Context: an optimization exercise on an open-source flow, tuned for small area, a short achievable clock period and few clock cycles per item. The choices shown serve that exercise and are no tape-out recipe.
Function was not checked in any run shown here: the RTL went through the layout flow alone.
Power is estimated from default activity; no workload was simulated.

==> flow/design.v, too long to show whole: its modules and the start of the top module <==
// module iter_multiplier: 1221 lines
module iter_multiplier (
    input  logic        clk,
    input  logic        rst_n,
    input  logic        mul_start,
    input  logic [63:0] a,
    input  logic [63:0] b,
    input  logic [1:0]  op,
    input  logic        word,
    input  logic        next,
    output logic [63:0] mul_result,
    output logic        mul_ok,
    output logic        busy
);
  // ...
==> flow/flow/run.sh <==
#!/bin/bash
set -e
export BUFFER_PORTS_ARGS="-buffer_cell sky130_fd_sc_hd__buf_2"
bash standard.sh > standard.log 2>&1
==> flow/standard.sh <==
#!/bin/bash
# synth_recipe.tcl (not shown) runs the flow's synth.tcl, then flattens the netlist and writes it again
# the make line also repeats each setting of config.mk as NAME=value (left out here)
make -C /OpenROAD-flow-scripts/flow DESIGN_CONFIG=/design/flow/config.mk WORK_HOME=/design/flow/orfs CLKGATE_MAP_FILE= SYNTH_SCRIPT=/design/flow/synth_recipe.tcl "${@:-finish}"
==> flow/config.mk <==
export PLATFORM = sky130hd
export DESIGN_NAME = iter_multiplier
export DESIGN_NICKNAME = iter_multiplier
export VERILOG_FILES = /design/flow/design.v
export SDC_FILE = /design/flow/constraint.sdc
export NUM_CORES = 4
export LEC_CHECK = 0
export CAP_MARGIN = 20
export CORE_MARGIN = 2
export CORE_UTILIZATION = 40
export SETUP_SLACK_MARGIN = 4.6
export SLEW_MARGIN = 20
==> flow/constraint.sdc <==
create_clock -name core_clock -period 7.5 [get_ports {clk}]
set_input_delay 1.5000 -clock core_clock [delete_from_list [all_inputs] [get_ports {clk}]]
set_output_delay 1.5000 -clock core_clock [all_outputs]
set_load 0.01 [all_outputs]
==> summary.md, run 1 <==
| Metric | Value |
|---|---|
| Met1 Usage GRT | 35.6% |
| Die Ht | 253 um |
| Hold Path End | cnt_q[0]$_SDFF_PP0_ |
| Clock Sinks | 296 |
| Post-Syn Nets | 2976 |
| Synth async-reset ratio | 1.35% |
| Die width | 253 um |
| Most used cell, CP | nor2_1 |
| Placed cells | 3344 |
| Register with the most flip-flops | c_q |
| IO Count | 201 |
| Sequential cell area | 7320 um2 |
| RSZ-0062 raised after global routing | yes |
| Layout cells sized above 1 | 18.6% |
| Status | complete, no violations |
| Grt met2 use | 38.2% |
| Synth area leader | fa_1 |
| Pins Over Slew Limit | 0 |
| Register area share after synthesis | 29.2% |
| Combinational share of power | 69.9% |
| Final Setup Violations | 0 |
| Post-synthesis mux area share | 0.814% |
| WHS Path Cells | 1 |
| Internal power | 8.20 mW |
| # hold bufs at CTS | 0 |
| Worst Path Arrival | 3520 ps |
| Max stage delay cell, worst path | edfxtp_1 |
| Fmax | 310 MHz |
| Most frequent cells after synthesis | a22oi_1 (259), fa_1 (251), xor2_1 (235), inv_1 (165), dfxtp_1 (159) |
| Finished Layout Cells | 3475 |
| Synth Flop Type | dfxtp_1 |
==> run 2: changes to the inputs <==
--- a/flow/design.v
+++ b/flow/design.v
@@ -11,16 +11,17 @@
     output logic        mul_ok,
     output logic        busy
 );
     logic        busy_q, fix_q, inc_q, ok_q;
     logic [63:0] a_q, b_q;
     logic        a64_q, b64_q;
     logic [66:0] s_q, c_q;
     logic        cy_q;
+    logic [7:0]  lo_s_q, lo_c_q;
     logic [3:0]  one_q, two_q, neg_q;       
     logic [3:0]  one_h_q, two_h_q, neg_h_q;  
     logic [2:0]  cnt_q;
     logic        word_q, fixop_q;
     wire idle = !busy_q && !ok_q;
     wire calc = busy_q && !fix_q && !inc_q;
     wire a_sgn_in = (op != 2'b11);
     wire b_sgn_in = !op[1];
@@ -181,32 +182,28 @@
     wire fs58 = s_q[65] ^ c_q[65];
     wire fc58 = s_q[65] & c_q[65];
     wire fs59, fc59;
     assign {fc59, fs59} = {1'b0, 1'b1} + {1'b0, s_q[66]} + {1'b0, c_q[66]};
     wire fs60 = s_q[3] ^ c_q[3];
     wire fc60 = s_q[3] & c_q[3];
     wire fs61 = s_q[4] ^ c_q[4];
     wire fc61 = s_q[4] & c_q[4];
-    wire fx62 = s_q[5] ^ c_q[5];
-    wire fs62 = fx62 ^ neg_q[2];
-    wire fc62 = fx62 ? neg_q[2] : s_q[5];
+    wire fs62, fc62;
+    assign {fc62, fs62} = {1'b0, s_q[5]} + {1'b0, c_q[5]} + {1'b0, neg_q[2]};
     wire fs63 = e0[4] ^ e1[2];
     wire fc63 = e0[4] & e1[2];
-    wire fx64 = s_q[6] ^ c_q[6];
-    wire fs64 = fx64 ^ e0[5];
-    wire fc64 = fx64 ? e0[5] : s_q[6];
+    wire fs64, fc64;
+    assign {fc64, fs64} = {1'b0, s_q[6]} + {1'b0, c_q[6]} + {1'b0, e0[5]};
     wire fs65 = e1[3] ^ e2[1];
     wire fc65 = e1[3] & e2[1];
-    wire fx66 = neg_q[3] ^ fs0;
-    wire fs66 = fx66 ^ e0[6];
-    wire fc66 = fx66 ? e0[6] : neg_q[3];
-    wire fx67 = e1[4] ^ e2[2];
-    wire fs67 = fx67 ^ e3[0];
-    wire fc67 = fx67 ? e3[0] : e1[4];
+    wire fs66, fc66;
+    assign {fc66, fs66} = {1'b0, neg_q[3]} + {1'b0, fs0} + {1'b0, e0[6]};
+    wire fs67, fc67;
+    assign {fc67, fs67} = {1'b0, e1[4]} + {1'b0, e2[2]} + {1'b0, e3[0]};
     wire fs68, fc68;
     assign {fc68, fs68} = {1'b0, fc0} + {1'b0, fs1} + {1'b0, e0[7]};
     wire fs69, fc69;
     assign {fc69, fs69} = {1'b0, e1[5]} + {1'b0, e2[3]} + {1'b0, e3[1]};
     wire fs70, fc70;
     assign {fc70, fs70} = {1'b0, fc1} + {1'b0, fs2} + {1'b0, e0[8]};
     wire fs71, fc71;
     assign {fc71, fs71} = {1'b0, e1[6]} + {1'b0, e2[4]} + {1'b0, e3[2]};
@@ -443,314 +440,428 @@
     wire fs187 = e2[62] ^ e3[60];
     wire fc187 = e2[62] & e3[60];
     wire fs188, fc188;
     assign {fc188, fs188} = {1'b0, 1'b1} + {1'b0, e1[65]} + {1'b0, e2[63]};
     wire fs189 = s_q[1] ^ c_q[1];
     wire fc189 = s_q[1] & c_q[1];
     wire fs190 = s_q[2] ^ c_q[2];
     wire fc190 = s_q[2] & c_q[2];
-    wire fx191 = neg_q[1] ^ fs60;
-    wire fs191 = fx191 ^ e0[2];
-    wire fc191 = fx191 ? e0[2] : neg_q[1];
-    wire fx192 = fc60 ^ fs61;
-    wire fs192 = fx192 ^ e0[3];
-    wire fc192 = fx192 ? e0[3] : fc60;
-    wire fx193 = fc61 ^ fs62;
-    wire fs193 = fx193 ^ e2[0];
-    wire fc193 = fx193 ? e2[0] : fc61;
-    wire fx194 = fc62 ^ fc63;
-    wire fs194 = fx194 ^ fs65;
-    wire fc194 = fx194 ? fs65 : fc62;
+    wire fs191, fc191;
+    assign {fc191, fs191} = {1'b0, neg_q[1]} + {1'b0, fs60} + {1'b0, e0[2]};
+    wire fs192, fc192;
+    assign {fc192, fs192} = {1'b0, fc60} + {1'b0, fs61} + {1'b0, e0[3]};
+    wire fs193, fc193;
+    assign {fc193, fs193} = {1'b0, fc61} + {1'b0, fs62} + {1'b0, e2[0]};
+    wire fs194, fc194;
+    assign {fc194, fs194} = {1'b0, fc62} + {1'b0, fc63} + {1'b0, fs65};
     wire fx195 = fc65 ^ fc64;
     wire fs195 = fx195 ^ fs66;
     wire fc195 = fx195 ? fs66 : fc65;
-    wire fs196, fc196;
-    assign {fc196, fs196} = {1'b0, fc66} + {1'b0, fc67} + {1'b0, fs68};
-    wire fs197, fc197;
-    assign {fc197, fs197} = {1'b0, fc68} + {1'b0, fc69} + {1'b0, fs70};
-    wire fs198, fc198;
-    assign {fc198, fs198} = {1'b0, fc70} + {1'b0, fc71} + {1'b0, fs72};
-    wire fs199, fc199;
-    assign {fc199, fs199} = {1'b0, fc72} + {1'b0, fc73} + {1'b0, fs74};
-    wire fs200, fc200;
-    assign {fc200, fs200} = {1'b0, fc74} + {1'b0, fc75} + {1'b0, fs76};
-    wire fs201, fc201;
-    assign {fc201, fs201} = {1'b0, fc76} + {1'b0, fc77} + {1'b0, fs78};
-    wire fs202, fc202;
-    assign {fc202, fs202} = {1'b0, fc78} + {1'b0, fc79} + {1'b0, fs80};
-    wire fs203, fc203;
-    assign {fc203, fs203} = {1'b0, fc80} + {1'b0, fc81} + {1'b0, fs82};
-    wire fs204, fc204;
-    assign {fc204, fs204} = {1'b0, fc82} + {1'b0, fc83} + {1'b0, fs84};
-    wire fs205, fc205;
-    assign {fc205, fs205} = {1'b0, fc84} + {1'b0, fc85} + {1'b0, fs86};
-    wire fs206, fc206;
-    assign {fc206, fs206} = {1'b0, fc86} + {1'b0, fc87} + {1'b0, fs88};
-    wire fs207, fc207;
-    assign {fc207, fs207} = {1'b0, fc88} + {1'b0, fc89} + {1'b0, fs90};
-    wire fs208, fc208;
-    assign {fc208, fs208} = {1'b0, fc90} + {1'b0, fc91} + {1'b0, fs92};
-    wire fs209, fc209;
-    assign {fc209, fs209} = {1'b0, fc92} + {1'b0, fc93} + {1'b0, fs94};
-    wire fs210, fc210;
-    assign {fc210, fs210} = {1'b0, fc94} + {1'b0, fc95} + {1'b0, fs96};
-    wire fs211, fc211;
-    assign {fc211, fs211} = {1'b0, fc96} + {1'b0, fc97} + {1'b0, fs98};
-    wire fs212, fc212;
-    assign {fc212, fs212} = {1'b0, fc98} + {1'b0, fc99} + {1'b0, fs100};
-    wire fs213, fc213;
-    assign {fc213, fs213} = {1'b0, fc100} + {1'b0, fc101} + {1'b0, fs102};
-    wire fs214, fc214;
-    assign {fc214, fs214} = {1'b0, fc102} + {1'b0, fc103} + {1'b0, fs104};
-    wire fs215, fc215;
-    assign {fc215, fs215} = {1'b0, fc104} + {1'b0, fc105} + {1'b0, fs106};
-    wire fs216, fc216;
-    assign {fc216, fs216} = {1'b0, fc106} + {1'b0, fc107} + {1'b0, fs108};
-    wire fs217, fc217;
-    assign {fc217, fs217} = {1'b0, fc108} + {1'b0, fc109} + {1'b0, fs110};
-    wire fs218, fc218;
-    assign {fc218, fs218} = {1'b0, fc110} + {1'b0, fc111} + {1'b0, fs112};
-    wire fs219, fc219;
-    assign {fc219, fs219} = {1'b0, fc112} + {1'b0, fc113} + {1'b0, fs114};
-    wire fs220, fc220;
-    assign {fc220, fs220} = {1'b0, fc114} + {1'b0, fc115} + {1'b0, fs116};
-    wire fs221, fc221;
-    assign {fc221, fs221} = {1'b0, fc116} + {1'b0, fc117} + {1'b0, fs118};
-    wire fs222, fc222;
-    assign {fc222, fs222} = {1'b0, fc118} + {1'b0, fc119} + {1'b0, fs120};
-    wire fs223, fc223;
-    assign {fc223, fs223} = {1'b0, fc120} + {1'b0, fc121} + {1'b0, fs122};
-    wire fs224, fc224;
-    assign {fc224, fs224} = {1'b0, fc122} + {1'b0, fc123} + {1'b0, fs124};
-    wire fs225, fc225;
-    assign {fc225, fs225} = {1'b0, fc124} + {1'b0, fc125} + {1'b0, fs126};
-    wire fs226, fc226;
-    assign {fc226, fs226} = {1'b0, fc126} + {1'b0, fc127} + {1'b0, fs128};
-    wire fs227, fc227;
-    assign {fc227, fs227} = {1'b0, fc128} + {1'b0, fc129} + {1'b0, fs130};
-    wire fs228, fc228;
-    assign {fc228, fs228} = {1'b0, fc130} + {1'b0, fc131} + {1'b0, fs132};
-    wire fs229, fc229;
-    assign {fc229, fs229} = {1'b0, fc132} + {1'b0, fc133} + {1'b0, fs134};
-    wire fs230, fc230;
-    assign {fc230, fs230} = {1'b0, fc134} + {1'b0, fc135} + {1'b0, fs136};
-    wire fs231, fc231;
-    assign {fc231, fs231} = {1'b0, fc136} + {1'b0, fc137} + {1'b0, fs138};
-    wire fs232, fc232;
-    assign {fc232, fs232} = {1'b0, fc138} + {1'b0, fc139} + {1'b0, fs140};
-    wire fs233, fc233;
-    assign {fc233, fs233} = {1'b0, fc140} + {1'b0, fc141} + {1'b0, fs142};
-    wire fs234, fc234;
-    assign {fc234, fs234} = {1'b0, fc142} + {1'b0, fc143} + {1'b0, fs144};
-    wire fs235, fc235;
-    assign {fc235, fs235} = {1'b0, fc144} + {1'b0, fc145} + {1'b0, fs146};
-    wire fs236, fc236;
-    assign {fc236, fs236} = {1'b0, fc146} + {1'b0, fc147} + {1'b0, fs148};
-    wire fs237, fc237;
-    assign {fc237, fs237} = {1'b0, fc148} + {1'b0, fc149} + {1'b0, fs150};
-    wire fs238, fc238;
-    assign {fc238, fs238} = {1'b0, fc150} + {1'b0, fc151} + {1'b0, fs152};
-    wire fs239, fc239;
-    assign {fc239, fs239} = {1'b0, fc152} + {1'b0, fc153} + {1'b0, fs154};
-    wire fs240, fc240;
-    assign {fc240, fs240} = {1'b0, fc154} + {1'b0, fc155} + {1'b0, fs156};
-    wire fs241, fc241;
-    assign {fc241, fs241} = {1'b0, fc156} + {1'b0, fc157} + {1'b0, fs158};
-    wire fs242, fc242;
-    assign {fc242, fs242} = {1'b0, fc158} + {1'b0, fc159} + {1'b0, fs160};
-    wire fs243, fc243;
-    assign {fc243, fs243} = {1'b0, fc160} + {1'b0, fc161} + {1'b0, fs162};
-    wire fs244, fc244;
-    assign {fc244, fs244} = {1'b0, fc162} + {1'b0, fc163} + {1'b0, fs164};
-    wire fs245, fc245;
-    assign {fc245, fs245} = {1'b0, fc164} + {1'b0, fc165} + {1'b0, fs166};
-    wire fs246, fc246;
-    assign {fc246, fs246} = {1'b0, fc166} + {1'b0, fc167} + {1'b0, fs168};
-    wire fs247, fc247;
-    assign {fc247, fs247} = {1'b0, fc168} + {1'b0, fc169} + {1'b0, fs170};
-    wire fs248, fc248;
-    assign {fc248, fs248} = {1'b0, fc170} + {1'b0, fc171} + {1'b0, fs172};
-    wire fs249, fc249;
-    assign {fc249, fs249} = {1'b0, fc172} + {1'b0, fc173} + {1'b0, fs174};
-    wire fs250, fc250;
-    assign {fc250, fs250} = {1'b0, fc174} + {1'b0, fc175} + {1'b0, fs176};
-    wire fs251, fc251;
-    assign {fc251, fs251} = {1'b0, fc176} + {1'b0, fc177} + {1'b0, fs178};
-    wire fs252, fc252;
-    assign {fc252, fs252} = {1'b0, fc178} + {1'b0, fc179} + {1'b0, fs180};
-    wire fs253, fc253;
-    assign {fc253, fs253} = {1'b0, fc180} + {1'b0, fc181} + {1'b0, fs182};
-    wire fs254, fc254;
-    assign {fc254, fs254} = {1'b0, fc182} + {1'b0, fc183} + {1'b0, fs184};
+    wire fx196 = fc66 ^ fc67;
+    wire fs196 = fx196 ^ fs68;
+    wire fc196 = fx196 ? fs68 : fc66;
+    wire fx197 = fc68 ^ fc69;
+    wire fs197 = fx197 ^ fs70;
+    wire fc197 = fx197 ? fs70 : fc68;
+    wire fx198 = fc70 ^ fc71;
+    wire fs198 = fx198 ^ fs72;
+    wire fc198 = fx198 ? fs72 : fc70;
+    wire fx199 = fc72 ^ fc73;
+    wire fs199 = fx199 ^ fs74;
+    wire fc199 = fx199 ? fs74 : fc72;
+    wire fx200 = fc74 ^ fc75;
+    wire fs200 = fx200 ^ fs76;
+    wire fc200 = fx200 ? fs76 : fc74;
+    wire fx201 = fc76 ^ fc77;
+    wire fs201 = fx201 ^ fs78;
+    wire fc201 = fx201 ? fs78 : fc76;
+    wire fx202 = fc78 ^ fc79;
+    wire fs202 = fx202 ^ fs80;
+    wire fc202 = fx202 ? fs80 : fc78;
+    wire fx203 = fc80 ^ fc81;
+    wire fs203 = fx203 ^ fs82;
+    wire fc203 = fx203 ? fs82 : fc80;
+    wire fx204 = fc82 ^ fc83;
+    wire fs204 = fx204 ^ fs84;
+    wire fc204 = fx204 ? fs84 : fc82;
+    wire fx205 = fc84 ^ fc85;
+    wire fs205 = fx205 ^ fs86;
+    wire fc205 = fx205 ? fs86 : fc84;
+    wire fx206 = fc86 ^ fc87;
+    wire fs206 = fx206 ^ fs88;
+    wire fc206 = fx206 ? fs88 : fc86;
+    wire fx207 = fc88 ^ fc89;
+    wire fs207 = fx207 ^ fs90;
+    wire fc207 = fx207 ? fs90 : fc88;
+    wire fx208 = fc90 ^ fc91;
+    wire fs208 = fx208 ^ fs92;
+    wire fc208 = fx208 ? fs92 : fc90;
+    wire fx209 = fc92 ^ fc93;
+    wire fs209 = fx209 ^ fs94;
+    wire fc209 = fx209 ? fs94 : fc92;
+    wire fx210 = fc94 ^ fc95;
+    wire fs210 = fx210 ^ fs96;
+    wire fc210 = fx210 ? fs96 : fc94;
+    wire fx211 = fc96 ^ fc97;
+    wire fs211 = fx211 ^ fs98;
+    wire fc211 = fx211 ? fs98 : fc96;
+    wire fx212 = fc98 ^ fc99;
+    wire fs212 = fx212 ^ fs100;
+    wire fc212 = fx212 ? fs100 : fc98;
+    wire fx213 = fc100 ^ fc101;
+    wire fs213 = fx213 ^ fs102;
+    wire fc213 = fx213 ? fs102 : fc100;
+    wire fx214 = fc102 ^ fc103;
+    wire fs214 = fx214 ^ fs104;
+    wire fc214 = fx214 ? fs104 : fc102;
+    wire fx215 = fc104 ^ fc105;
+    wire fs215 = fx215 ^ fs106;
+    wire fc215 = fx215 ? fs106 : fc104;
+    wire fx216 = fc106 ^ fc107;
+    wire fs216 = fx216 ^ fs108;
+    wire fc216 = fx216 ? fs108 : fc106;
+    wire fx217 = fc108 ^ fc109;
+    wire fs217 = fx217 ^ fs110;
+    wire fc217 = fx217 ? fs110 : fc108;
+    wire fx218 = fc110 ^ fc111;
+    wire fs218 = fx218 ^ fs112;
+    wire fc218 = fx218 ? fs112 : fc110;
+    wire fx219 = fc112 ^ fc113;
+    wire fs219 = fx219 ^ fs114;
+    wire fc219 = fx219 ? fs114 : fc112;
+    wire fx220 = fc114 ^ fc115;
+    wire fs220 = fx220 ^ fs116;
+    wire fc220 = fx220 ? fs116 : fc114;
+    wire fx221 = fc116 ^ fc117;
+    wire fs221 = fx221 ^ fs118;
+    wire fc221 = fx221 ? fs118 : fc116;
+    wire fx222 = fc118 ^ fc119;
+    wire fs222 = fx222 ^ fs120;
+    wire fc222 = fx222 ? fs120 : fc118;
+    wire fx223 = fc120 ^ fc121;
+    wire fs223 = fx223 ^ fs122;
+    wire fc223 = fx223 ? fs122 : fc120;
+    wire fx224 = fc122 ^ fc123;
+    wire fs224 = fx224 ^ fs124;
+    wire fc224 = fx224 ? fs124 : fc122;
+    wire fx225 = fc124 ^ fc125;
+    wire fs225 = fx225 ^ fs126;
+    wire fc225 = fx225 ? fs126 : fc124;
+    wire fx226 = fc126 ^ fc127;
+    wire fs226 = fx226 ^ fs128;
+    wire fc226 = fx226 ? fs128 : fc126;
+    wire fx227 = fc128 ^ fc129;
+    wire fs227 = fx227 ^ fs130;
+    wire fc227 = fx227 ? fs130 : fc128;
+    wire fx228 = fc130 ^ fc131;
+    wire fs228 = fx228 ^ fs132;
+    wire fc228 = fx228 ? fs132 : fc130;
+    wire fx229 = fc132 ^ fc133;
+    wire fs229 = fx229 ^ fs134;
+    wire fc229 = fx229 ? fs134 : fc132;
+    wire fx230 = fc134 ^ fc135;
+    wire fs230 = fx230 ^ fs136;
+    wire fc230 = fx230 ? fs136 : fc134;
+    wire fx231 = fc136 ^ fc137;
+    wire fs231 = fx231 ^ fs138;
+    wire fc231 = fx231 ? fs138 : fc136;
+    wire fx232 = fc138 ^ fc139;
+    wire fs232 = fx232 ^ fs140;
+    wire fc232 = fx232 ? fs140 : fc138;
+    wire fx233 = fc140 ^ fc141;
+    wire fs233 = fx233 ^ fs142;
+    wire fc233 = fx233 ? fs142 : fc140;
+    wire fx234 = fc142 ^ fc143;
+    wire fs234 = fx234 ^ fs144;
+    wire fc234 = fx234 ? fs144 : fc142;
+    wire fx235 = fc144 ^ fc145;
+    wire fs235 = fx235 ^ fs146;
+    wire fc235 = fx235 ? fs146 : fc144;
+    wire fx236 = fc146 ^ fc147;
+    wire fs236 = fx236 ^ fs148;
+    wire fc236 = fx236 ? fs148 : fc146;
+    wire fx237 = fc148 ^ fc149;
+    wire fs237 = fx237 ^ fs150;
+    wire fc237 = fx237 ? fs150 : fc148;
+    wire fx238 = fc150 ^ fc151;
+    wire fs238 = fx238 ^ fs152;
+    wire fc238 = fx238 ? fs152 : fc150;
+    wire fx239 = fc152 ^ fc153;
+    wire fs239 = fx239 ^ fs154;
+    wire fc239 = fx239 ? fs154 : fc152;
+    wire fx240 = fc154 ^ fc155;
+    wire fs240 = fx240 ^ fs156;
+    wire fc240 = fx240 ? fs156 : fc154;
+    wire fx241 = fc156 ^ fc157;
+    wire fs241 = fx241 ^ fs158;
+    wire fc241 = fx241 ? fs158 : fc156;
+    wire fx242 = fc158 ^ fc159;
+    wire fs242 = fx242 ^ fs160;
+    wire fc242 = fx242 ? fs160 : fc158;
+    wire fx243 = fc160 ^ fc161;
+    wire fs243 = fx243 ^ fs162;
+    wire fc243 = fx243 ? fs162 : fc160;
+    wire fx244 = fc162 ^ fc163;
+    wire fs244 = fx244 ^ fs164;
+    wire fc244 = fx244 ? fs164 : fc162;
+    wire fx245 = fc164 ^ fc165;
+    wire fs245 = fx245 ^ fs166;
+    wire fc245 = fx245 ? fs166 : fc164;
+    wire fx246 = fc166 ^ fc167;
+    wire fs246 = fx246 ^ fs168;
+    wire fc246 = fx246 ? fs168 : fc166;
+    wire fx247 = fc168 ^ fc169;
+    wire fs247 = fx247 ^ fs170;
+    wire fc247 = fx247 ? fs170 : fc168;
+    wire fx248 = fc170 ^ fc171;
+    wire fs248 = fx248 ^ fs172;
+    wire fc248 = fx248 ? fs172 : fc170;
+    wire fx249 = fc172 ^ fc173;
+    wire fs249 = fx249 ^ fs174;
+    wire fc249 = fx249 ? fs174 : fc172;
+    wire fx250 = fc174 ^ fc175;
+    wire fs250 = fx250 ^ fs176;
+    wire fc250 = fx250 ? fs176 : fc174;
+    wire fx251 = fc176 ^ fc177;
+    wire fs251 = fx251 ^ fs178;
+    wire fc251 = fx251 ? fs178 : fc176;
+    wire fx252 = fc178 ^ fc179;
+    wire fs252 = fx252 ^ fs180;
+    wire fc252 = fx252 ? fs180 : fc178;
+    wire fx253 = fc180 ^ fc181;
+    wire fs253 = fx253 ^ fs182;
+    wire fc253 = fx253 ? fs182 : fc180;
+    wire fx254 = fc182 ^ fc183;
+    wire fs254 = fx254 ^ fs184;
+    wire fc254 = fx254 ? fs184 : fc182;
     wire fs255, fc255;
     assign {fc255, fs255} = {1'b0, fs187} + {1'b0, fc184} + {1'b0, fc185};
     wire fs256, fc256;
     assign {fc256, fs256} = {1'b0, e3[61]} + {1'b0, fc187} + {1'b0, fc186};
     wire fs257, fc257;
     assign {fc257, fs257} = {1'b0, e1[66]} + {1'b0, e2[64]} + {1'b0, e3[62]};
     wire fs258 = 1'b1 ^ e2[65];
     wire fc258 = 1'b1 & e2[65];
-    wire fs259 = s_q[0] ^ c_q[0];
-    wire fc259 = s_q[0] & c_q[0];
-    wire fx260 = neg_q[0] ^ fs189;
-    wire fs260 = fx260 ^ e0[0];
-    wire fc260 = fx260 ? e0[0] : neg_q[0];
-    wire fx261 = fc189 ^ fs190;
-    wire fs261 = fx261 ^ e0[1];
-    wire fc261 = fx261 ? e0[1] : fc189;
-    wire fx262 = fc190 ^ e1[0];
-    wire fs262 = fx262 ^ fs191;
-    wire fc262 = fx262 ? fs191 : fc190;
-    wire fx263 = e1[1] ^ fc191;
-    wire fs263 = fx263 ^ fs192;
-    wire fc263 = fx263 ? fs192 : e1[1];
-    wire fx264 = fs63 ^ fc192;
-    wire fs264 = fx264 ^ fs193;
-    wire fc264 = fx264 ? fs193 : fs63;
-    wire fx265 = fc193 ^ fs64;
-    wire fs265 = fx265 ^ fs194;
-    wire fc265 = fx265 ? fs194 : fc193;
-    wire fx266 = fs67 ^ fc194;
-    wire fs266 = fx266 ^ fs195;
-    wire fc266 = fx266 ? fs195 : fs67;
-    wire fs267, fc267;
-    assign {fc267, fs267} = {1'b0, fs69} + {1'b0, fc195} + {1'b0, fs196};
-    wire fs268, fc268;
-    assign {fc268, fs268} = {1'b0, fs71} + {1'b0, fc196} + {1'b0, fs197};
-    wire fs269, fc269;
-    assign {fc269, fs269} = {1'b0, fs73} + {1'b0, fc197} + {1'b0, fs198};
-    wire fs270, fc270;
-    assign {fc270, fs270} = {1'b0, fs75} + {1'b0, fc198} + {1'b0, fs199};
-    wire fs271, fc271;
-    assign {fc271, fs271} = {1'b0, fs77} + {1'b0, fc199} + {1'b0, fs200};
-    wire fs272, fc272;
-    assign {fc272, fs272} = {1'b0, fs79} + {1'b0, fc200} + {1'b0, fs201};
-    wire fs273, fc273;
-    assign {fc273, fs273} = {1'b0, fs81} + {1'b0, fc201} + {1'b0, fs202};
-    wire fs274, fc274;
-    assign {fc274, fs274} = {1'b0, fs83} + {1'b0, fc202} + {1'b0, fs203};
-    wire fs275, fc275;
-    assign {fc275, fs275} = {1'b0, fs85} + {1'b0, fc203} + {1'b0, fs204};
-    wire fs276, fc276;
-    assign {fc276, fs276} = {1'b0, fs87} + {1'b0, fc204} + {1'b0, fs205};
-    wire fs277, fc277;
-    assign {fc277, fs277} = {1'b0, fs89} + {1'b0, fc205} + {1'b0, fs206};
-    wire fs278, fc278;
-    assign {fc278, fs278} = {1'b0, fs91} + {1'b0, fc206} + {1'b0, fs207};
-    wire fs279, fc279;
-    assign {fc279, fs279} = {1'b0, fs93} + {1'b0, fc207} + {1'b0, fs208};
-    wire fs280, fc280;
-    assign {fc280, fs280} = {1'b0, fs95} + {1'b0, fc208} + {1'b0, fs209};
-    wire fs281, fc281;
-    assign {fc281, fs281} = {1'b0, fs97} + {1'b0, fc209} + {1'b0, fs210};
-    wire fs282, fc282;
-    assign {fc282, fs282} = {1'b0, fs99} + {1'b0, fc210} + {1'b0, fs211};
-    wire fs283, fc283;
-    assign {fc283, fs283} = {1'b0, fs101} + {1'b0, fc211} + {1'b0, fs212};
-    wire fs284, fc284;
-    assign {fc284, fs284} = {1'b0, fs103} + {1'b0, fc212} + {1'b0, fs213};
-    wire fs285, fc285;
-    assign {fc285, fs285} = {1'b0, fs105} + {1'b0, fc213} + {1'b0, fs214};
-    wire fs286, fc286;
-    assign {fc286, fs286} = {1'b0, fs107} + {1'b0, fc214} + {1'b0, fs215};
-    wire fs287, fc287;
-    assign {fc287, fs287} = {1'b0, fs109} + {1'b0, fc215} + {1'b0, fs216};
-    wire fs288, fc288;
-    assign {fc288, fs288} = {1'b0, fs111} + {1'b0, fc216} + {1'b0, fs217};
-    wire fs289, fc289;
-    assign {fc289, fs289} = {1'b0, fs113} + {1'b0, fc217} + {1'b0, fs218};
-    wire fs290, fc290;
-    assign {fc290, fs290} = {1'b0, fs115} + {1'b0, fc218} + {1'b0, fs219};
-    wire fs291, fc291;
-    assign {fc291, fs291} = {1'b0, fs117} + {1'b0, fc219} + {1'b0, fs220};
-    wire fs292, fc292;
-    assign {fc292, fs292} = {1'b0, fs119} + {1'b0, fc220} + {1'b0, fs221};
-    wire fs293, fc293;
-    assign {fc293, fs293} = {1'b0, fs121} + {1'b0, fc221} + {1'b0, fs222};
-    wire fs294, fc294;
-    assign {fc294, fs294} = {1'b0, fs123} + {1'b0, fc222} + {1'b0, fs223};
-    wire fs295, fc295;
-    assign {fc295, fs295} = {1'b0, fs125} + {1'b0, fc223} + {1'b0, fs224};
-    wire fs296, fc296;
-    assign {fc296, fs296} = {1'b0, fs127} + {1'b0, fc224} + {1'b0, fs225};
-    wire fs297, fc297;
-    assign {fc297, fs297} = {1'b0, fs129} + {1'b0, fc225} + {1'b0, fs226};
-    wire fs298, fc298;
-    assign {fc298, fs298} = {1'b0, fs131} + {1'b0, fc226} + {1'b0, fs227};
-    wire fs299, fc299;
-    assign {fc299, fs299} = {1'b0, fs133} + {1'b0, fc227} + {1'b0, fs228};
-    wire fs300, fc300;
-    assign {fc300, fs300} = {1'b0, fs135} + {1'b0, fc228} + {1'b0, fs229};
-    wire fs301, fc301;
-    assign {fc301, fs301} = {1'b0, fs137} + {1'b0, fc229} + {1'b0, fs230};
-    wire fs302, fc302;
-    assign {fc302, fs302} = {1'b0, fs139} + {1'b0, fc230} + {1'b0, fs231};
-    wire fs303, fc303;
-    assign {fc303, fs303} = {1'b0, fs141} + {1'b0, fc231} + {1'b0, fs232};
-    wire fs304, fc304;
-    assign {fc304, fs304} = {1'b0, fs143} + {1'b0, fc232} + {1'b0, fs233};
-    wire fs305, fc305;
-    assign {fc305, fs305} = {1'b0, fs145} + {1'b0, fc233} + {1'b0, fs234};
-    wire fs306, fc306;
-    assign {fc306, fs306} = {1'b0, fs147} + {1'b0, fc234} + {1'b0, fs235};
-    wire fs307, fc307;
-    assign {fc307, fs307} = {1'b0, fs149} + {1'b0, fc235} + {1'b0, fs236};
-    wire fs308, fc308;
-    assign {fc308, fs308} = {1'b0, fs151} + {1'b0, fc236} + {1'b0, fs237};
-    wire fs309, fc309;
-    assign {fc309, fs309} = {1'b0, fs153} + {1'b0, fc237} + {1'b0, fs238};
-    wire fs310, fc310;
-    assign {fc310, fs310} = {1'b0, fs155} + {1'b0, fc238} + {1'b0, fs239};
-    wire fs311, fc311;
-    assign {fc311, fs311} = {1'b0, fs157} + {1'b0, fc239} + {1'b0, fs240};
-    wire fs312, fc312;
-    assign {fc312, fs312} = {1'b0, fs159} + {1'b0, fc240} + {1'b0, fs241};
-    wire fs313, fc313;
-    assign {fc313, fs313} = {1'b0, fs161} + {1'b0, fc241} + {1'b0, fs242};
-    wire fs314, fc314;
-    assign {fc314, fs314} = {1'b0, fs163} + {1'b0, fc242} + {1'b0, fs243};
-    wire fs315, fc315;
-    assign {fc315, fs315} = {1'b0, fs165} + {1'b0, fc243} + {1'b0, fs244};
-    wire fs316, fc316;
-    assign {fc316, fs316} = {1'b0, fs167} + {1'b0, fc244} + {1'b0, fs245};
-    wire fs317, fc317;
-    assign {fc317, fs317} = {1'b0, fs169} + {1'b0, fc245} + {1'b0, fs246};
-    wire fs318, fc318;
-    assign {fc318, fs318} = {1'b0, fs171} + {1'b0, fc246} + {1'b0, fs247};
-    wire fs319, fc319;
-    assign {fc319, fs319} = {1'b0, fs173} + {1'b0, fc247} + {1'b0, fs248};
-    wire fs320, fc320;
-    assign {fc320, fs320} = {1'b0, fs175} + {1'b0, fc248} + {1'b0, fs249};
-    wire fs321, fc321;
-    assign {fc321, fs321} = {1'b0, fs177} + {1'b0, fc249} + {1'b0, fs250};
-    wire fs322, fc322;
-    assign {fc322, fs322} = {1'b0, fs179} + {1'b0, fc250} + {1'b0, fs251};
-    wire fs323, fc323;
-    assign {fc323, fs323} = {1'b0, fs181} + {1'b0, fc251} + {1'b0, fs252};
-    wire fs324, fc324;
-    assign {fc324, fs324} = {1'b0, fs183} + {1'b0, fc252} + {1'b0, fs253};
-    wire fs325, fc325;
-    assign {fc325, fs325} = {1'b0, fs185} + {1'b0, fc253} + {1'b0, fs254};
-    wire fs326, fc326;
-    assign {fc326, fs326} = {1'b0, fs186} + {1'b0, fc254} + {1'b0, fs255};
-    wire fs327, fc327;
-    assign {fc327, fs327} = {1'b0, fs188} + {1'b0, fc255} + {1'b0, fs256};
+    wire fs259 = neg_q[0] ^ fs189;
+    wire fc259 = neg_q[0] & fs189;
+    wire fs260, fc260;
+    assign {fc260, fs260} = {1'b0, fc189} + {1'b0, fs190} + {1'b0, e0[1]};
+    wire fx261 = fc190 ^ e1[0];
+    wire fs261 = fx261 ^ fs191;
+    wire fc261 = fx261 ? fs191 : fc190;
+    wire fx262 = e1[1] ^ fc191;
+    wire fs262 = fx262 ^ fs192;
+    wire fc262 = fx262 ? fs192 : e1[1];
+    wire fx263 = fs63 ^ fc192;
+    wire fs263 = fx263 ^ fs193;
+    wire fc263 = fx263 ? fs193 : fs63;
+    wire fx264 = fc193 ^ fs64;
+    wire fs264 = fx264 ^ fs194;
+    wire fc264 = fx264 ? fs194 : fc193;
+    wire fx265 = fs67 ^ fc194;
+    wire fs265 = fx265 ^ fs195;
+    wire fc265 = fx265 ? fs195 : fs67;
+    wire fx266 = fs69 ^ fc195;
+    wire fs266 = fx266 ^ fs196;
+    wire fc266 = fx266 ? fs196 : fs69;
+    wire fx267 = fs71 ^ fc196;
+    wire fs267 = fx267 ^ fs197;
+    wire fc267 = fx267 ? fs197 : fs71;
+    wire fx268 = fs73 ^ fc197;
+    wire fs268 = fx268 ^ fs198;
+    wire fc268 = fx268 ? fs198 : fs73;
+    wire fx269 = fs75 ^ fc198;
+    wire fs269 = fx269 ^ fs199;
+    wire fc269 = fx269 ? fs199 : fs75;
+    wire fx270 = fs77 ^ fc199;
+    wire fs270 = fx270 ^ fs200;
+    wire fc270 = fx270 ? fs200 : fs77;
+    wire fx271 = fs79 ^ fc200;
+    wire fs271 = fx271 ^ fs201;
+    wire fc271 = fx271 ? fs201 : fs79;
+    wire fx272 = fs81 ^ fc201;
+    wire fs272 = fx272 ^ fs202;
+    wire fc272 = fx272 ? fs202 : fs81;
+    wire fx273 = fs83 ^ fc202;
+    wire fs273 = fx273 ^ fs203;
+    wire fc273 = fx273 ? fs203 : fs83;
+    wire fx274 = fs85 ^ fc203;
+    wire fs274 = fx274 ^ fs204;
+    wire fc274 = fx274 ? fs204 : fs85;
+    wire fx275 = fs87 ^ fc204;
+    wire fs275 = fx275 ^ fs205;
+    wire fc275 = fx275 ? fs205 : fs87;
+    wire fx276 = fs89 ^ fc205;
+    wire fs276 = fx276 ^ fs206;
+    wire fc276 = fx276 ? fs206 : fs89;
+    wire fx277 = fs91 ^ fc206;
+    wire fs277 = fx277 ^ fs207;
+    wire fc277 = fx277 ? fs207 : fs91;
+    wire fx278 = fs93 ^ fc207;
+    wire fs278 = fx278 ^ fs208;
+    wire fc278 = fx278 ? fs208 : fs93;
+    wire fx279 = fs95 ^ fc208;
+    wire fs279 = fx279 ^ fs209;
+    wire fc279 = fx279 ? fs209 : fs95;
+    wire fx280 = fs97 ^ fc209;
+    wire fs280 = fx280 ^ fs210;
+    wire fc280 = fx280 ? fs210 : fs97;
+    wire fx281 = fs99 ^ fc210;
+    wire fs281 = fx281 ^ fs211;
+    wire fc281 = fx281 ? fs211 : fs99;
+    wire fx282 = fs101 ^ fc211;
+    wire fs282 = fx282 ^ fs212;
+    wire fc282 = fx282 ? fs212 : fs101;
+    wire fx283 = fs103 ^ fc212;
+    wire fs283 = fx283 ^ fs213;
+    wire fc283 = fx283 ? fs213 : fs103;
+    wire fx284 = fs105 ^ fc213;
+    wire fs284 = fx284 ^ fs214;
+    wire fc284 = fx284 ? fs214 : fs105;
+    wire fx285 = fs107 ^ fc214;
+    wire fs285 = fx285 ^ fs215;
+    wire fc285 = fx285 ? fs215 : fs107;
+    wire fx286 = fs109 ^ fc215;
+    wire fs286 = fx286 ^ fs216;
+    wire fc286 = fx286 ? fs216 : fs109;
+    wire fx287 = fs111 ^ fc216;
+    wire fs287 = fx287 ^ fs217;
+    wire fc287 = fx287 ? fs217 : fs111;
+    wire fx288 = fs113 ^ fc217;
+    wire fs288 = fx288 ^ fs218;
+    wire fc288 = fx288 ? fs218 : fs113;
+    wire fx289 = fs115 ^ fc218;
+    wire fs289 = fx289 ^ fs219;
+    wire fc289 = fx289 ? fs219 : fs115;
+    wire fx290 = fs117 ^ fc219;
+    wire fs290 = fx290 ^ fs220;
+    wire fc290 = fx290 ? fs220 : fs117;
+    wire fx291 = fs119 ^ fc220;
+    wire fs291 = fx291 ^ fs221;
+    wire fc291 = fx291 ? fs221 : fs119;
+    wire fx292 = fs121 ^ fc221;
+    wire fs292 = fx292 ^ fs222;
+    wire fc292 = fx292 ? fs222 : fs121;
+    wire fx293 = fs123 ^ fc222;
+    wire fs293 = fx293 ^ fs223;
+    wire fc293 = fx293 ? fs223 : fs123;
+    wire fx294 = fs125 ^ fc223;
+    wire fs294 = fx294 ^ fs224;
+    wire fc294 = fx294 ? fs224 : fs125;
+    wire fx295 = fs127 ^ fc224;
+    wire fs295 = fx295 ^ fs225;
+    wire fc295 = fx295 ? fs225 : fs127;
+    wire fx296 = fs129 ^ fc225;
+    wire fs296 = fx296 ^ fs226;
+    wire fc296 = fx296 ? fs226 : fs129;
+    wire fx297 = fs131 ^ fc226;
+    wire fs297 = fx297 ^ fs227;
+    wire fc297 = fx297 ? fs227 : fs131;
+    wire fx298 = fs133 ^ fc227;
+    wire fs298 = fx298 ^ fs228;
+    wire fc298 = fx298 ? fs228 : fs133;
+    wire fx299 = fs135 ^ fc228;
+    wire fs299 = fx299 ^ fs229;
+    wire fc299 = fx299 ? fs229 : fs135;
+    wire fx300 = fs137 ^ fc229;
+    wire fs300 = fx300 ^ fs230;
+    wire fc300 = fx300 ? fs230 : fs137;
+    wire fx301 = fs139 ^ fc230;
+    wire fs301 = fx301 ^ fs231;
+    wire fc301 = fx301 ? fs231 : fs139;
+    wire fx302 = fs141 ^ fc231;
+    wire fs302 = fx302 ^ fs232;
+    wire fc302 = fx302 ? fs232 : fs141;
+    wire fx303 = fs143 ^ fc232;
+    wire fs303 = fx303 ^ fs233;
+    wire fc303 = fx303 ? fs233 : fs143;
+    wire fx304 = fs145 ^ fc233;
+    wire fs304 = fx304 ^ fs234;
+    wire fc304 = fx304 ? fs234 : fs145;
+    wire fx305 = fs147 ^ fc234;
+    wire fs305 = fx305 ^ fs235;
+    wire fc305 = fx305 ? fs235 : fs147;
+    wire fx306 = fs149 ^ fc235;
+    wire fs306 = fx306 ^ fs236;
+    wire fc306 = fx306 ? fs236 : fs149;
+    wire fx307 = fs151 ^ fc236;
+    wire fs307 = fx307 ^ fs237;
+    wire fc307 = fx307 ? fs237 : fs151;
+    wire fx308 = fs153 ^ fc237;
+    wire fs308 = fx308 ^ fs238;
+    wire fc308 = fx308 ? fs238 : fs153;
+    wire fx309 = fs155 ^ fc238;
+    wire fs309 = fx309 ^ fs239;
+    wire fc309 = fx309 ? fs239 : fs155;
+    wire fx310 = fs157 ^ fc239;
+    wire fs310 = fx310 ^ fs240;
+    wire fc310 = fx310 ? fs240 : fs157;
+    wire fx311 = fs159 ^ fc240;
+    wire fs311 = fx311 ^ fs241;
+    wire fc311 = fx311 ? fs241 : fs159;
+    wire fx312 = fs161 ^ fc241;
+    wire fs312 = fx312 ^ fs242;
+    wire fc312 = fx312 ? fs242 : fs161;
+    wire fx313 = fs163 ^ fc242;
+    wire fs313 = fx313 ^ fs243;
+    wire fc313 = fx313 ? fs243 : fs163;
+    wire fx314 = fs165 ^ fc243;
+    wire fs314 = fx314 ^ fs244;
+    wire fc314 = fx314 ? fs244 : fs165;
+    wire fx315 = fs167 ^ fc244;
+    wire fs315 = fx315 ^ fs245;
+    wire fc315 = fx315 ? fs245 : fs167;
+    wire fx316 = fs169 ^ fc245;
+    wire fs316 = fx316 ^ fs246;
+    wire fc316 = fx316 ? fs246 : fs169;
+    wire fx317 = fs171 ^ fc246;
+    wire fs317 = fx317 ^ fs247;
+    wire fc317 = fx317 ? fs247 : fs171;
+    wire fx318 = fs173 ^ fc247;
+    wire fs318 = fx318 ^ fs248;
+    wire fc318 = fx318 ? fs248 : fs173;
+    wire fx319 = fs175 ^ fc248;
+    wire fs319 = fx319 ^ fs249;
+    wire fc319 = fx319 ? fs249 : fs175;
+    wire fx320 = fs177 ^ fc249;
+    wire fs320 = fx320 ^ fs250;
+    wire fc320 = fx320 ? fs250 : fs177;
+    wire fx321 = fs179 ^ fc250;
+    wire fs321 = fx321 ^ fs251;
+    wire fc321 = fx321 ? fs251 : fs179;
+    wire fx322 = fs181 ^ fc251;
+    wire fs322 = fx322 ^ fs252;
+    wire fc322 = fx322 ? fs252 : fs181;
+    wire fx323 = fs183 ^ fc252;
+    wire fs323 = fx323 ^ fs253;
+    wire fc323 = fx323 ? fs253 : fs183;
+    wire fx324 = fs185 ^ fc253;
+    wire fs324 = fx324 ^ fs254;
+    wire fc324 = fx324 ? fs254 : fs185;
+    wire fx325 = fs186 ^ fc254;
+    wire fs325 = fx325 ^ fs255;
+    wire fc325 = fx325 ? fs255 : fs186;
+    wire fx326 = fs188 ^ fc255;
+    wire fs326 = fx326 ^ fs256;
+    wire fc326 = fx326 ? fs256 : fs188;
+    wire fx327 = fc188 ^ fs257;
+    wire fs327 = fx327 ^ fc256;
+    wire fc327 = fx327 ? fc256 : fc188;
     wire fs328, fc328;
-    assign {fc328, fs328} = {1'b0, fc188} + {1'b0, fs257} + {1'b0, fc256};
+    assign {fc328, fs328} = {1'b0, e3[63]} + {1'b0, fs258} + {1'b0, fc257};
     wire fs329, fc329;
-    assign {fc329, fs329} = {1'b0, e3[63]} + {1'b0, fs258} + {1'b0, fc257};
-    wire fs330, fc330;
-    assign {fc330, fs330} = {1'b0, e2[66]} + {1'b0, e3[64]} + {1'b0, fc258};
-    wire fs331 = 1'b1 ^ e3[65];
-    wire fc331 = 1'b1 & e3[65];
-    assign ts = {1'b0, e3[66], fs331, fs330, fs329, fc327, fc326, fc325, fc324, fc323, fc322, fc321, fc320, fc319, fc318, fc317, fc316, fc315, fc314, fc313, fc312, fc311, fc310, fc309, fc308, fc307, fc306, fc305, fc304, fc303, fc302, fc301, fc300, fc299, fc298, fc297, fc296, fc295, fc294, fc293, fc292, fc291, fc290, fc289, fc288, fc287, fc286, fc285, fc284, fc283, fc282, fc281, fc280, fc279, fc278, fc277, fc276, fc275, fc274, fc273, fc272, fc271, fc270, fc269, fc268, fc267, fc266, fc265, fc264, fc263, fc262, fc261, fc260, fc259, cy_q};
-    assign tc = {1'b0, fc331, fc330, fc329, fc328, fs328, fs327, fs326, fs325, fs324, fs323, fs322, fs321, fs320, fs319, fs318, fs317, fs316, fs315, fs314, fs313, fs312, fs311, fs310, fs309, fs308, fs307, fs306, fs305, fs304, fs303, fs302, fs301, fs300, fs299, fs298, fs297, fs296, fs295, fs294, fs293, fs292, fs291, fs290, fs289, fs288, fs287, fs286, fs285, fs284, fs283, fs282, fs281, fs280, fs279, fs278, fs277, fs276, fs275, fs274, fs273, fs272, fs271, fs270, fs269, fs268, fs267, fs266, fs265, fs264, fs263, fs262, fs261, fs260, fs259};
-    wire [8:0]  low9  = {1'b0, ts[7:0]} + {1'b0, tc[7:0]};
-    wire        c8 = cy_q;
+    assign {fc329, fs329} = {1'b0, e2[66]} + {1'b0, e3[64]} + {1'b0, fc258};
+    wire fs330 = 1'b1 ^ e3[65];
+    wire fc330 = 1'b1 & e3[65];
+    assign ts = {1'b0, e3[66], fs330, fs329, fs328, fc326, fc325, fc324, fc323, fc322, fc321, fc320, fc319, fc318, fc317, fc316, fc315, fc314, fc313, fc312, fc311, fc310, fc309, fc308, fc307, fc306, fc305, fc304, fc303, fc302, fc301, fc300, fc299, fc298, fc297, fc296, fc295, fc294, fc293, fc292, fc291, fc290, fc289, fc288, fc287, fc286, fc285, fc284, fc283, fc282, fc281, fc280, fc279, fc278, fc277, fc276, fc275, fc274, fc273, fc272, fc271, fc270, fc269, fc268, fc267, fc266, fc265, fc264, fc263, fc262, fc261, fc260, fc259, fs259, s_q[0]};
+    assign tc = {1'b0, fc330, fc329, fc328, fc327, fs327, fs326, fs325, fs324, fs323, fs322, fs321, fs320, fs319, fs318, fs317, fs316, fs315, fs314, fs313, fs312, fs311, fs310, fs309, fs308, fs307, fs306, fs305, fs304, fs303, fs302, fs301, fs300, fs299, fs298, fs297, fs296, fs295, fs294, fs293, fs292, fs291, fs290, fs289, fs288, fs287, fs286, fs285, fs284, fs283, fs282, fs281, fs280, fs279, fs278, fs277, fs276, fs275, fs274, fs273, fs272, fs271, fs270, fs269, fs268, fs267, fs266, fs265, fs264, fs263, fs262, fs261, fs260, e0[0], c_q[0]};
+    wire [9:0]  low10 = {1'b0, lo_s_q, 1'b1} + {1'b0, lo_c_q, cy_q};
+    wire [8:0]  low9  = low10[9:1];
+    wire        c8 = low9[8];
     wire [31:0] hlp = s_q[31:0] ^ c_q[31:0];
     wire [31:0] hlg = s_q[31:0] & c_q[31:0];
     wire hlg0_1 = hlg[1] | (hlp[1] & hlg[0]);
     wire hlp0_1 = hlp[1] & hlp[0];
     wire hlg0_3 = hlg[3] | (hlp[3] & hlg[2]);
     wire hlp0_3 = hlp[3] & hlp[2];
     wire hlg0_5 = hlg[5] | (hlp[5] & hlg[4]);
     wire hlp0_5 = hlp[5] & hlp[4];
@@ -1136,27 +1247,32 @@
     assign hhc[27] = hhg4_26;
     assign hhc[28] = hhg4_27;
     assign hhc[29] = hhg4_28;
     assign hhc[30] = hhg4_29;
     assign hhc[31] = hhg4_30;
     assign hhc[32] = hhg4_31;
     wire [31:0] hh = hhp ^ hhc[31:0];
     wire c32 = hlc[32];
-    logic [63:0] b_d, b_e, b_sh;
+    logic [63:0] b_d;
     always_comb begin
-        b_e = b_q;
-        if (idle) b_e = b;
-        else if (inc_q) b_e[63:32] = b_q[63:32] + 32'd1;
-        else if (fix_q) b_e[63:32] = {32{b_q[31]}};    
-        b_sh = {low9[7:0], b_q[63:8]};
-        if (word_q) b_sh[31:24] = low9[7:0];
-        if (fix_q && fixop_q) b_d = {hh, hl};
-        else if (calc) b_d = b_sh;
-        else b_d = b_e;
+        b_d = b_q;
+        if (idle) begin
+            b_d = b;
+        end else if (inc_q) begin
+            b_d[63:32] = b_q[63:32] + 32'd1;
+        end else if (busy_q) begin
+            if (fix_q && fixop_q) begin
+                b_d = {hh, hl};
+            end else begin
+                b_d = {low9[7:0], b_q[63:8]};
+                if (word_q) b_d[31:24] = low9[7:0];
+                if (word_q && fix_q) b_d[63:32] = {32{low9[7]}};
+            end
+        end
     end
     wire last = word_q ? (cnt_q == 3'd3) : (cnt_q == 3'd7);
     always_ff @(posedge clk) begin
         b_q <= b_d;
         if (idle) begin
             a_q     <= a;
             a64_q   <= a64_in;
             b64_q   <= b_sgn_in & b[63];
@@ -1164,19 +1280,21 @@
             c_q     <= {(b[0] & !a64_in) ? 3'b011 : 3'b100, 64'b0};
             cy_q    <= b[0];
             cnt_q   <= 3'd0;
             word_q  <= word;
             fixop_q <= !word && (op != 2'b00);
         end else begin
             s_q    <= ts[74:8];
             c_q    <= tc[74:8];
-            if (calc) cy_q <= low9[8];
+            if (cnt_q != 3'd0 || fix_q) cy_q <= low9[8];
             cnt_q <= cnt_q + 3'd1;
         end
+        lo_s_q <= ts[7:0];    
+        lo_c_q <= tc[7:0];
         one_q <= one_d;
         two_q <= two_d;
         neg_q <= neg_d;
         one_h_q <= (calc && last) ? 4'b0 : one_d;
         two_h_q <= (calc && last) ? 4'b0 : two_d;
         neg_h_q <= (calc && last) ? 4'b0 : neg_d;
     end
     always_ff @(posedge clk or negedge rst_n) begin
@@ -1188,24 +1306,17 @@
         end else if (next) begin
             busy_q <= 1'b0;
             fix_q  <= 1'b0;
             inc_q  <= 1'b0;
             ok_q   <= 1'b0;
         end else if (idle) begin
             busy_q <= mul_start;
         end else if (calc) begin
-            if (last) begin
-                if (word_q || fixop_q) begin
-                    fix_q <= 1'b1;
-                end else begin
-                    busy_q <= 1'b0;
-                    ok_q   <= 1'b1;
-                end
-            end
+            if (last) fix_q <= 1'b1;
         end else if (fix_q) begin
             fix_q <= 1'b0;
             if (fixop_q && c32) begin
                 inc_q <= 1'b1;
             end else begin
                 busy_q <= 1'b0;
                 ok_q   <= 1'b1;
             end
==> flow/config.mk (replaced) <==
export PLATFORM = sky130hd
export DESIGN_NAME = iter_multiplier
export DESIGN_NICKNAME = iter_multiplier
export VERILOG_FILES = /design/flow/design.v
export SDC_FILE = /design/flow/constraint.sdc
export NUM_CORES = 4
export LEC_CHECK = 0
export CAP_MARGIN = 20
export CORE_MARGIN = 2
export CORE_UTILIZATION = 40
export SETUP_SLACK_MARGIN = 4.5
export SLEW_MARGIN = 20
==> summary.md, run 2 <==
| Metric | Value |
|---|---|
| First-pass DRT Iterations | 5 |
| ANT nets after route | 0 |
| Startpoint types | register |
| Number of vias in the routed layout | 21900 |
| Synth Area in Adders | 16.3% |
| Maximum VDD drop | 0.177 mV |
| Fmax | 334 MHz (+7.7%) |
| Period utilisation layout | 39.9% |
| CTS Root Cell | clkbuf_16 |
| Initial antenna violation count | 5 |
| Synth area leader | edfxtp_1 |
| Synth Warn # | 1 |
| Max stage delay cell, worst path | a211oi_4 |
| Synth cell types | 75 |
| Mean Syn Cell Area | 9.32 um2 |
| Dpl ws | 3710 ps |
| Net count reported at finish | 3213 |
| Vias in the first global route | 21900 |
| Final worst setup slack | 4510 ps |
| Synth top area share | 15.3% |
| Min-delay worst type | register to register |
| Total power draw | 14.4 mW |
| Simple-gate share of the synthesized area | 10.2% |
| XOR/XNOR Fraction of Synth Area | 20.1% |
| Port bufs | 200 |
| Most frequent cells after synthesis | xnor2_1 (445), a22oi_1 (273), nor2_1 (229), dfxtp_1 (175), a21oi_1 (167) |
| Final min period | 2990 ps |
| Clock Sinks | 312 (+5.4%) |
| Synth Flop Type | dfxtp_1 |
| CP bufs+invs | 0 |
| Largest net degree at the start of global routing | 71 |
| WP data required | 7910 ps |
| Worst Path Arrival | 3400 ps (-120 ps) |
| Finished Layout Cells | 3744 (+7.7%) |
| Maxcap violations | 0 |
| Die Ht | 259 um (+2.2%) |
| All-Layer GR Usage | 25.4% |
| Pwr dens | 492 nW/um2 |
| Post-DP Area | 27400 um2 |
| Layout area overhead | 12.3% |
| RSZ-0062 raised after global routing | yes |
| CP Capture Type | register |
| Global-route wire length before repair | 132 mm |
| # rows | 93 |
| Cell area after synthesis | 26000 um2 |
| Final core occ | 45.5% |
| Post-Route WL | 86.5 mm |
| Largest stage delay, worst path | 420 ps |
| Synth async-reset ratio | 1.28% (-0.069 points) |
| Main combinational cell family by area after synthesis | XOR/XNOR gates |
| Synth Instances | 2793 |
| Commonest non-fill, non-tap cell in the layout | xnor2_1 |
| Max FFs per register | 67 |
| CP top delay family | compound AO/OA/AOI/OAI gates |
| Crit-path max FO | 7 |
| Post-synthesis register bit count | 312 |
| DRC viols | 0 |
| TritonCTS clock tree | done |
| DRT iter0 DRCs | 2296 |
| Pins Over Slew Limit | 0 (unchanged) |
| Status | complete, no violations |
| Clock Tree Buf Depth | 3 |
| IO Count | 201 (unchanged) |
| CTS buffer count | 39 |
| Most frequent cells in the layout | xnor2_1 (443), a22oi_1 (273), nor2_1 (227) |
| Lkg Pwr | 11.1 nW |
| Die area | 67200 um2 |
| Initial Utilization | 40.5% |
| Compound-Gate Fraction of Synth Area | 18.5% |
| Core area | 64300 um2 |
| Transition time of the tightest slew-check pin | 954 ps |
| Register with the most flip-flops | c_q |
| CP cell instances | ha_4 -> and2_4 -> a221o_1 -> o2111ai_2 -> nand2_2 -> a211oi_4 -> o21bai_4 -> a41oi_2 -> mux2_4 -> a21oi_2 |
| Grt total ovfl | 0 |
| Clock Pin Slew Worst Setup and Hold Paths | 60 ps |
| Die width | 259 um (+2.2%) |
| Worst Skew | 41.8 ps |
| Worst-Skew Late Latency | 580 ps |
| Largest regs | c_q: 67 flops, s_q: 65 flops |
| Most common cell in the synthesized netlist | xnor2_1 |
| Vias per cell | 5.84 |
| Placed cells | 3656 (+9.3%) |
| Reg2reg setup slack | 4510 ps |
| Layout cells sized above 1 | 14.3% (-4.3 points) |
| Hold slack | 388 ps |
| Final Setup Violations | 0 (unchanged) |
| Routed WL per cell | 23.1 um |
| EDFF count, synth | 133 |
| CTS H-tree depth | 2 |
| Rel. slew slack | 36.4% |
| Setup TNS Final | 0 ps |
| Dpl hpwl | 61.9 mm |
| WS Path Type | register to register |
| WHS Path Cells | 0 (-1) |
| Fill cells | 6171 |
| Post-Syn Nets | 3150 (+5.8%) |
| Register area share after synthesis | 29.2% (-0.055 points) |
| Synth top area cells | edfxtp_1 (15%), xnor2_1 (15%), dfxtp_1 (13%) |
| Post-synthesis mux area share | 0.581% (-0.23 points) |
| Worst path depth | 10 |
| Placer Congestion | 0.943 |
| Fin. Hold Viols | 0 |
| R2R depth | 10 |
| Post-Layout Inst Area | 29300 um2 |
-- run 2: cell types whose count changed after synthesis, sizes merged, moves of 34 or more --
cell   change
xnor2    +310
fa       -112
xor2      -82
nor2      +77
a21oi     +70
inv       -67
o31ai     +61
maj3      +34
-- run 2: kinds of logic after synthesis --
logic type	after synthesis
flip-flops	312
adder cells (fa/ha/maj)	264
buffers and inverters	323
XOR/XNOR	598
multiplexers	15
AO/OA/AOI/OAI	720
AND/OR/NAND/NOR	561
-- run 2: cell type report --
class                           count  area [um2]  area share (%)
Tap cell                          855        1070            3.66
Antenna cell                        4        10.0          0.0342
Timing Repair inverter              1        8.76          0.0299
Sequential cell                   312        7650            26.1
Clock buffer                       47        1090            3.72
Clock inverter                     23         179           0.612
Multi-Input combinational cell   2158       17500            59.7
Timing Repair Buffer              243        1380            4.71
Inverter                          101         395            1.35
-- run 2: where the power goes --
part	switching [mW]	internal [mW]	total (mW)
Clock	0.805	1.11	1.91
Sequential	0.476	2.25	2.73
Combinational	5.40	4.36	9.77
-- run 2: final timing paths --
check                                        from           endpoint
worst min register to register  c_q[0]$_SDFF_PP0_  lo_c_q[0]$_DFF_P_
worst max-delay path            lo_s_q[2]$_DFF_P_  b_q[29]$_DFFE_PP_
min in group asynchronous                   rst_n   ok_q$_DFFE_PN0P_
max in group asynchronous                   rst_n  inc_q$_DFFE_PN0P_
worst min-delay path            c_q[0]$_SDFF_PP0_  lo_c_q[0]$_DFF_P_
worst max register to register  lo_s_q[2]$_DFF_P_  b_q[29]$_DFFE_PP_
-- run 2: metal layers --
layer  wire (um)  part of all wire [%]  track usage (%)
met3        7460                   8.6             5.00
met4        2570                   3.0             7.85
met1       36400                    42             34.1
met2       40100                    46             41.3
met5          13                 0.015                0
-- run 2: worst reg2reg max path, delay by kind of cell, from the launching register on --
kind	cells	cell delay (ps)
AO/OA/AOI/OAI	6	1630
flip-flops	1	330
multiplexers	1	330
AND/OR/NAND/NOR	2	310
adder cells (fa/ha/maj)	1	240
-- run 2: timing repair --
action                                 4_1_cts  5_1_grt
endpoints found under the hold margin        0        0
resized for setup                           41       66
setup endpoints to repair                   97       87
pin swaps                                   15       30
hold buffers                                 0        0
setup buffers                                5        7
cloned                                       2        0
==> run 3: changes to the inputs <==
--- a/flow/config.mk
+++ b/flow/config.mk
@@ -10,3 +10,3 @@
 export CORE_UTILIZATION = 40
-export SETUP_SLACK_MARGIN = 4.5
+export SETUP_SLACK_MARGIN = 4.7
 export SLEW_MARGIN = 20
==> summary.md, run 3 <==
| Metric | Value |
|---|---|
| Most frequent cells after synthesis | xnor2_1 (445), a22oi_1 (273), nor2_1 (229), dfxtp_1 (175), a21oi_1 (167) |
| Commonest non-fill, non-tap cell in the layout | xnor2_1 |
| Initial antenna violation count | 4 (-1) |
| Period utilisation layout | 39.2% (-0.76 points) |
| Vias per cell | 5.87 (+0.39%) |
| Die area | 67200 um2 (unchanged) |
| Port bufs | 200 (unchanged) |
| Final min period | 2940 ps (-56.9 ps) |
| Number of vias in the routed layout | 22400 (+2.3%) |
| Final Setup Violations | 0 (unchanged) |
| Synth area leader | edfxtp_1 |
| Dpl ws | 4280 ps (+568 ps) |
| Post-synthesis register bit count | 312 (unchanged) |
| # hold bufs at CTS | 0 (unchanged) |
| Clock Sinks | 312 (unchanged) |
| Startpoint types | register |
| Clock Tree Buf Depth | 3 (unchanged) |
| Largest stage delay, worst path | 630 ps (+210 ps) |
| Fmax | 341 MHz (+1.9%) |
| First-pass DRT Iterations | 6 (+1) |
| Cell area after synthesis | 26000 um2 (unchanged) |
| Reg2reg end | b_q[48]$_DFFE_PP_ |
| Pwr dens | 488 nW/um2 (-0.86%) |
| Routed WL per cell | 23.2 um (+0.52%) |
| DRC viols | 0 (unchanged) |
| Global-route wire length before repair | 133 mm (+0.79%) |
| Register with the most flip-flops | c_q |
| Worst Skew | 41.9 ps (+0.0887 ps) |
| IO Count | 201 (unchanged) |
| CP cell instances | ha_4 -> inv_2 -> fa_2 -> nand2b_4 -> a211oi_4 -> nor3_4 -> o21bai_2 -> a21oi_2 -> fa_2 -> a211oi_2 -> a221o_1 |
| Initial Utilization | 40.5% (unchanged) |
| Rel. slew slack | 31.8% (-4.6 points) |
| Mean Syn Cell Area | 9.32 um2 (unchanged) |
| Vias in the first global route | 22200 (+1.5%) |
| CTS Root Cell | clkbuf_16 |
| Largest net degree at the start of global routing | 157 (+120%) |
| Dpl hpwl | 61.8 mm (-0.28%) |
| Lkg Pwr | 11.5 nW (+4.1%) |
| TritonCTS clock tree | done |
| Total power draw | 14.8 mW (+2.9%) |
| Die width | 259 um (unchanged) |
| WS Path Type | register to register |
| Clock Pin Slew Worst Setup and Hold Paths | 60 ps (about the same) |
| Crit-path max FO | 3 (-4) |
| ANT nets after route | 0 (unchanged) |
| All-Layer GR Usage | 25.5% (+0.057 points) |
| Post-Route WL | 88.7 mm (+2.5%) |
| WP data required | 7810 ps (-100 ps) |
| Placer Congestion | 0.935 (-0.85%) |
| Register area share after synthesis | 29.2% (unchanged) |
| Post-Syn Nets | 3150 (unchanged) |
| Synth top area cells | edfxtp_1 (15%), xnor2_1 (15%), dfxtp_1 (13%) |
| Layout cells sized above 1 | 18.6% (+4.3 points) |
| Synth Flop Type | dfxtp_1 |
| Worst Path Arrival | 3250 ps (-150 ps) |
| Maximum VDD drop | 0.201 mV (+14%) |
| Setup TNS Final | 0 ps (unchanged) |
| Max stage delay cell, worst path | fa_2 |
| Reg2reg setup slack | 4560 ps (+60 ps) |
| CTS buffer count | 40 (+2.6%) |
| Max FFs per register | 67 (unchanged) |
| Min-delay worst type | register to register |
| Synth top area share | 15.3% (unchanged) |
| Synth Instances | 2793 (unchanged) |
| Transition time of the tightest slew-check pin | 1020 ps (+65.1 ps) |
| Hold Path End | lo_s_q[0]$_DFF_P_ |
| Worst-Skew Late Latency | 590 ps (about the same) |
| EDFF count, synth | 133 (unchanged) |
| Net count reported at finish | 3283 (+2.2%) |
| Core area | 64300 um2 (unchanged) |
| Layout area overhead | 16.6% |
| Synth cell types | 75 (unchanged) |
| Most common cell in the synthesized netlist | xnor2_1 |
| Pins Over Slew Limit | 0 (unchanged) |
| Final worst setup slack | 4560 ps (+56.9 ps) |
| CTS H-tree depth | 2 (unchanged) |
| Synth Warn # | 1 (unchanged) |
| DRT iter0 DRCs | 2398 (+4.4%) |
| Synth async-reset ratio | 1.28% (unchanged) |
| WHS Path Cells | 0 (unchanged) |
| # rows | 93 (unchanged) |
| CP Capture Type | register |
| Status | complete, no violations |
| Largest regs | c_q: 67 flops, s_q: 65 flops |
| Worst r2r src | s_q[32]$_DFF_P_ |
| Most used cell, CP | fa_2 |
| Grt total ovfl | 0 (unchanged) |
| Fin. Hold Viols | 0 (unchanged) |
| Hold path start | s_q[0]$_DFF_P_ |
| RSZ-0062 raised after global routing | yes |
| Fill cells | 6055 (-1.9%) |
| Maxcap violations | 0 (unchanged) |
| Most frequent cells in the layout | xnor2_1 (430), a22oi_1 (273), nor2_1 (222) |
| Die Ht | 259 um (unchanged) |
| R2R depth | 11 (+1) |
## run 3: cells by family after synthesis
group | Yosys count | synth area share (%)
mux | 15 | 0.581
buf+inv | 323 | 5.08
compound gates | 720 | 18.5
simple gates | 561 | 10.2
flops | 312 | 29.2
xor+xnor | 598 | 20.1
fa+ha+maj | 264 | 16.3
## run 3: metal layers
layer  up-vias  track usage (%)  wire length, um
met2      1076             41.2            41100
li1      10100                -                -
met1     11100             34.9            37400
met4         0             8.17             2880
met5         -                0                0
met3       166             3.78             7320
## run 3: area by class of cell
| cell class | instances | area, um2 | area share [%] |
|---|---|---|---|
| inverter | 101 | 395 | 1.30 |
| sequential | 312 | 7660 | 25.2 |
| antenna | 4 | 10.0 | 0.0330 |
| multi-input combinational | 2158 | 18000 | 59.3 |
| timing repair buffer | 313 | 1950 | 6.42 |
| clock buffer | 66 | 1220 | 4.03 |
| tap | 855 | 1070 | 3.52 |
| clock inverter | 8 | 43.8 | 0.144 |
## run 3: how the worst max path moves through the flow
| stage | start | end | slack [ps] | cells past startpoint |
|---|---|---|---|---|
| after floorplan | busy_q$_DFFE_PN0P_ | a64_q$_DFFE_PP_ | 4740 | 6 |
| after global placement | cy_q$_DFFE_PP_ | b_q[31]$_DFFE_PP_ | 4060 | 11 |
| after detailed placement | s_q[32]$_DFF_P_ | b_q[48]$_DFFE_PP_ | 4280 | 11 |
| after CTS | c_q[32]$_SDFF_PP0_ | b_q[48]$_DFFE_PP_ | 4510 | 11 |
| after global routing | s_q[32]$_DFF_P_ | b_q[48]$_DFFE_PP_ | 4460 | 11 |
| final | s_q[32]$_DFF_P_ | b_q[48]$_DFFE_PP_ | 4560 | 11 |
## run 3: worst max-delay path, delay by kind of cell (launching register included)
kind,cells,cell delay [ps]
AOI/OAI and AO/OA,5,920
adders and majority gates,3,1110
DFF,1,340
and+or+nand+nor,2,260
buffers and inverters,1,30
## run 3: metrics by stage
stage	util, %	area, um2	std cells	hold WS (ps)
after floorplan	-	26100	2793	355
after global placement	42.6	27400	3656	371
after detailed placement	42.6	27400	3656	372
after CTS	45.9	29600	3781	380
after global routing	47.2	30400	3815	387
final	47.2	30400	3817	374
## run 3: repair_timing
action / 4_1_cts / 5_1_grt
endpoints found under the setup margin: 242 / 106
pin swaps: 38 / 69
cloned: 2 / 0
gates resized for setup: 123 / 125
setup buffers: 49 / 32
## run 3: power breakdown
group / total [mW] / switching [mW] / leakage [nW] / internal [mW]
Clock: 1.91 / 0.800 / 0.619 / 1.11
Sequential: 2.69 / 0.431 / 2.90 / 2.26
Combinational: 10.2 / 5.62 / 8.02 / 4.60

==> port drivers added, routing unchanged <==
The flow's constraints put no driver on any port. The routed layouts listed below were extracted and timed again, unchanged, in two steps. Step 1: set_driving_cell puts a clkbuf_16 on clk and a buf_2 on each other input, an assumption about the parent block. Step 2 times the ports against the registers' clock, not the clock port: input delays grow and output delays shrink by t, the midpoint of the rising clock arrivals with the driver on. a / b / c = ideal ports / drivers / drivers and shift; a / b = the first two.
run	shift t [ns]	setup slack, ns	slew at the worst register clock pin (ns)
run 1	0.603	4.275 / 4.275 / 4.177	0.07 / 0.07
run 2	0.623	4.507 / 4.507 / 4.242	0.06 / 0.06
run 3	0.632	4.564 / 4.564 / 4.306	0.06 / 0.06
After both steps setup and hold are still met in every run listed. For run 2, which loses most, drivers alone change the setup slack by 0.000 ns; drivers and shift together by -0.265 ns.
